This design comes from an exercise in tuning for small area on the open sky130 flow, not from production work. Function was checked by simulation only, so behaviour that the tests miss may differ from the original.

## prog_data_mem
module prog_data_mem (
  input  logic        clk,
  input  logic        rst_n,
  input  logic        ld_we,
  input  logic [7:0]  ld_addr,
  input  logic [7:0]  ld_data,
  input  logic        ld_done,
  output logic        ready,
  input  logic        f_req,
  input  logic [7:0]  f_addr,
  output logic [15:0] f_ins,
  output logic        f_valid,
  input  logic        d_re,
  input  logic        d_we,
  input  logic [7:0]  d_addr,
  input  logic [7:0]  d_wdata,
  output logic [7:0]  d_rdata,
  output logic        d_rvalid,
  output logic        d_err
);
  prog_data_mem_pkg::state_t state;
  logic clr, load, run;
  mem_init_fsm u_fsm (
    .clk(clk), .rst_n(rst_n), .ld_done(ld_done),
    .state(state), .clr(clr), .load(load), .run(run)
  );
  assign ready = run;
  logic [7:0] mem [256];
  logic        prot, wen;
  logic [7:0]  waddr, wdata;
  logic [15:0] plo, phi;
  always_comb begin
    prot  = d_addr[7:6] == 2'b00;
    wen   = rst_n && ((load && ld_we) || (run && d_we && !prot));
    waddr = load ? ld_addr : d_addr;
    wdata = clr ? 8'h00 : load ? ld_data : d_wdata;
    for (int i = 0; i < 16; i++) begin
      plo[i] = clr || (wen && waddr[3:0] == 4'(i));
      phi[i] = clr || waddr[7:4] == 4'(i);
    end
  end
  for (genvar i = 0; i < 256; i++) begin : g_word
    logic       en, en_n;
    logic [7:0] nxt;
    wr_sel u_sel (.a(plo[i%16]), .b(phi[i/16]), .a_n(!plo[i%16]), .b_n(!phi[i/16]),
                  .en(en), .en_n(en_n));
  ...
==> module wr_sel, before the edit <==
module wr_sel (
  input  logic a, b, a_n, b_n,
  output logic en, en_n
);
  assign en_n = ~(a & b);
  assign en   = ~(a_n | b_n);
endmodule
==> module wr_hold, before the edit <==
module wr_hold (
  input  logic wd, q, en, en_n,
  output logic d
);
  assign d = (wd & en) | (q & en_n);
endmodule
==> module prog_data_mem, before the edit <==
module prog_data_mem (
  input  logic        clk,
  input  logic        rst_n,
  input  logic        ld_we,
  input  logic [7:0]  ld_addr,
  input  logic [7:0]  ld_data,
  input  logic        ld_done,
  output logic        ready,
  input  logic        f_req,
  input  logic [7:0]  f_addr,
  output logic [15:0] f_ins,
  output logic        f_valid,
  input  logic        d_re,
  input  logic        d_we,
  input  logic [7:0]  d_addr,
  input  logic [7:0]  d_wdata,
  output logic [7:0]  d_rdata,
  output logic        d_rvalid,
  output logic        d_err
);
  prog_data_mem_pkg::state_t state;
  logic clr, load, run;
  mem_init_fsm u_fsm (
    .clk(clk), .rst_n(rst_n), .ld_done(ld_done),
    .state(state), .clr(clr), .load(load), .run(run)
  );
  assign ready = run;
  logic [7:0] mem [256];
  logic        prot, wen;
  logic [7:0]  waddr, wdata;
  logic [15:0] plo, phi;
  always_comb begin
    prot  = d_addr[7:6] == 2'b00;
    wen   = rst_n && ((load && ld_we) || (run && d_we && !prot));
    waddr = load ? ld_addr : d_addr;
    wdata = clr ? 8'h00 : load ? ld_data : d_wdata;
    for (int i = 0; i < 16; i++) begin
      plo[i] = clr || (wen && waddr[3:0] == 4'(i));
      phi[i] = clr || waddr[7:4] == 4'(i);
    end
  end
  for (genvar i = 0; i < 256; i++) begin : g_word
    logic       en, en_n;
    logic [7:0] nxt;
    wr_sel u_sel (.a(plo[i%16]), .b(phi[i/16]), .a_n(!plo[i%16]), .b_n(!phi[i/16]),
                  .en(en), .en_n(en_n));
    for (genvar b = 0; b < 8; b++) begin : g_bit
      wr_hold u_hold (.wd(wdata[b]), .q(mem[i][b]), .en(en), .en_n(en_n), .d(nxt[b]));
    end
    always_ff @(posedge clk) mem[i] <= nxt;
  end
  logic [6:0]    fk, fke;
  logic [1023:0] bank_e, bank_o;
  logic [7:0]    rd_e, rd_o, rd_de, rd_do, rd_d;
  always_comb begin
    fk  = f_addr[7:1];
    fke = fk + 7'(f_addr[0]);
    for (int i = 0; i < 128; i++) begin
      bank_e[i*8 +: 8] = mem[2*i];
      bank_o[i*8 +: 8] = mem[2*i+1];
    end
    rd_d = d_addr[0] ? rd_do : rd_de;
  end
  rd_mux128 u_rd_e  (.d(bank_e), .a(fke),         .q(rd_e));
  rd_mux128 u_rd_o  (.d(bank_o), .a(fk),          .q(rd_o));
  rd_mux128 u_rd_de (.d(bank_e), .a(d_addr[7:1]), .q(rd_de));
  rd_mux128 u_rd_do (.d(bank_o), .a(d_addr[7:1]), .q(rd_do));
  always_ff @(posedge clk) begin
    if (!rst_n) begin
      f_valid  <= 1'b0;
      d_rvalid <= 1'b0;
      d_err    <= 1'b0;
      f_ins    <= '0;
      d_rdata  <= '0;
    end else begin
      f_valid  <= run && f_req;
      d_rvalid <= run && d_re && !d_we;
      d_err    <= d_we && (load || (run && prot));
      if (run && f_req) f_ins <= f_addr[0] ? {rd_e, rd_o} : {rd_o, rd_e};
      if (run && d_re && !d_we) d_rdata <= rd_d;
    end
  end
endmodule
Settings: LEC_CHECK=0, CAP_MARGIN=20, CORE_MARGIN=2, CORE_UTILIZATION=40, CTS_CLUSTER_DIAMETER=100, CTS_CLUSTER_SIZE=30, SLEW_MARGIN=20, SYNTH_HIERARCHICAL=1; clock period 8.0 ns.
run.sh (not shown) runs the stock make flow with config.mk's settings and CLKGATE_MAP_FILE= SYNTH_SCRIPT=/design/flow/synth_recipe.tcl, a recipe that flattens the netlist after the stock synthesis.
Change:
--- a/flow/design.v
+++ b/flow/design.v
@@ -57,23 +57,10 @@
       rd_mux4 u_m (.d(l2[4*i +: 4]), .s(a[5:4]), .y(l3[i]));
     end
     assign q[b] = a[6] ? l3[1] : l3[0];
   end
 endmodule
-module wr_sel (
-  input  logic a, b, a_n, b_n,
-  output logic en, en_n
-);
-  assign en_n = ~(a & b);
-  assign en   = ~(a_n | b_n);
-endmodule
-module wr_hold (
-  input  logic wd, q, en, en_n,
-  output logic d
-);
-  assign d = (wd & en) | (q & en_n);
-endmodule
 module prog_data_mem (
   input  logic        clk,
   input  logic        rst_n,
   input  logic        ld_we,
   input  logic [7:0]  ld_addr,
@@ -112,18 +99,12 @@
       plo[i] = clr || (wen && waddr[3:0] == 4'(i));
       phi[i] = clr || waddr[7:4] == 4'(i);
     end
   end
   for (genvar i = 0; i < 256; i++) begin : g_word
-    logic       en, en_n;
-    logic [7:0] nxt;
-    wr_sel u_sel (.a(plo[i%16]), .b(phi[i/16]), .a_n(!plo[i%16]), .b_n(!phi[i/16]),
-                  .en(en), .en_n(en_n));
-    for (genvar b = 0; b < 8; b++) begin : g_bit
-      wr_hold u_hold (.wd(wdata[b]), .q(mem[i][b]), .en(en), .en_n(en_n), .d(nxt[b]));
-    end
-    always_ff @(posedge clk) mem[i] <= nxt;
+    always_ff @(posedge clk)
+      if (plo[i%16] && phi[i/16]) mem[i] <= wdata;
   end
   logic [6:0]    fk, fke;
   logic [1023:0] bank_e, bank_o;
   logic [7:0]    rd_e, rd_o, rd_de, rd_do, rd_d;
   always_comb begin
What happened: The changed run finished with timing, DRC and antenna clean. Flip-flop and latch count is unchanged. Cell count falls by 21%. Wire length is lower by 18%. Area after synthesis grows by 3.0%. Die area rises by 3.0%. Non-clock buffer count increases by 263.

separate check: timing with driven ports:
Ports are ideal in the flow. The routed layouts listed here were re-timed in OpenROAD.
Step 1 (the two cells are an assumption about what drives the block):
set clk [get_ports {clk}]
set_driving_cell -lib_cell sky130_fd_sc_hd__clkbuf_16 $clk
set_driving_cell -lib_cell sky130_fd_sc_hd__buf_2 [delete_from_list [all_inputs] $clk]
Step 2 times the ports against the registers' clock, not the clock port: input delays grow and output delays shrink by t, the midpoint of the rising clock arrivals with the driver on.
Three values: ideal, step 1, step 2; two values: the first two.
| run | t (ns) | setup slack, ns | clock arrival spread, ns | slew at the worst register clock pin (ns) |
|---|---|---|---|---|
| the first run | 0.853 | 2.709 / 2.770 / 1.917 | 0.072 / 0.073 | 0.12 / 0.12 |
| the second run | 0.886 | 2.675 / 2.748 / 1.862 | 0.057 / 0.056 | 0.12 / 0.12 |
After both steps setup and hold are still met in every run listed. For the second run, which loses most, drivers alone change the setup slack by +0.073 ns; drivers and shift together by -0.813 ns.
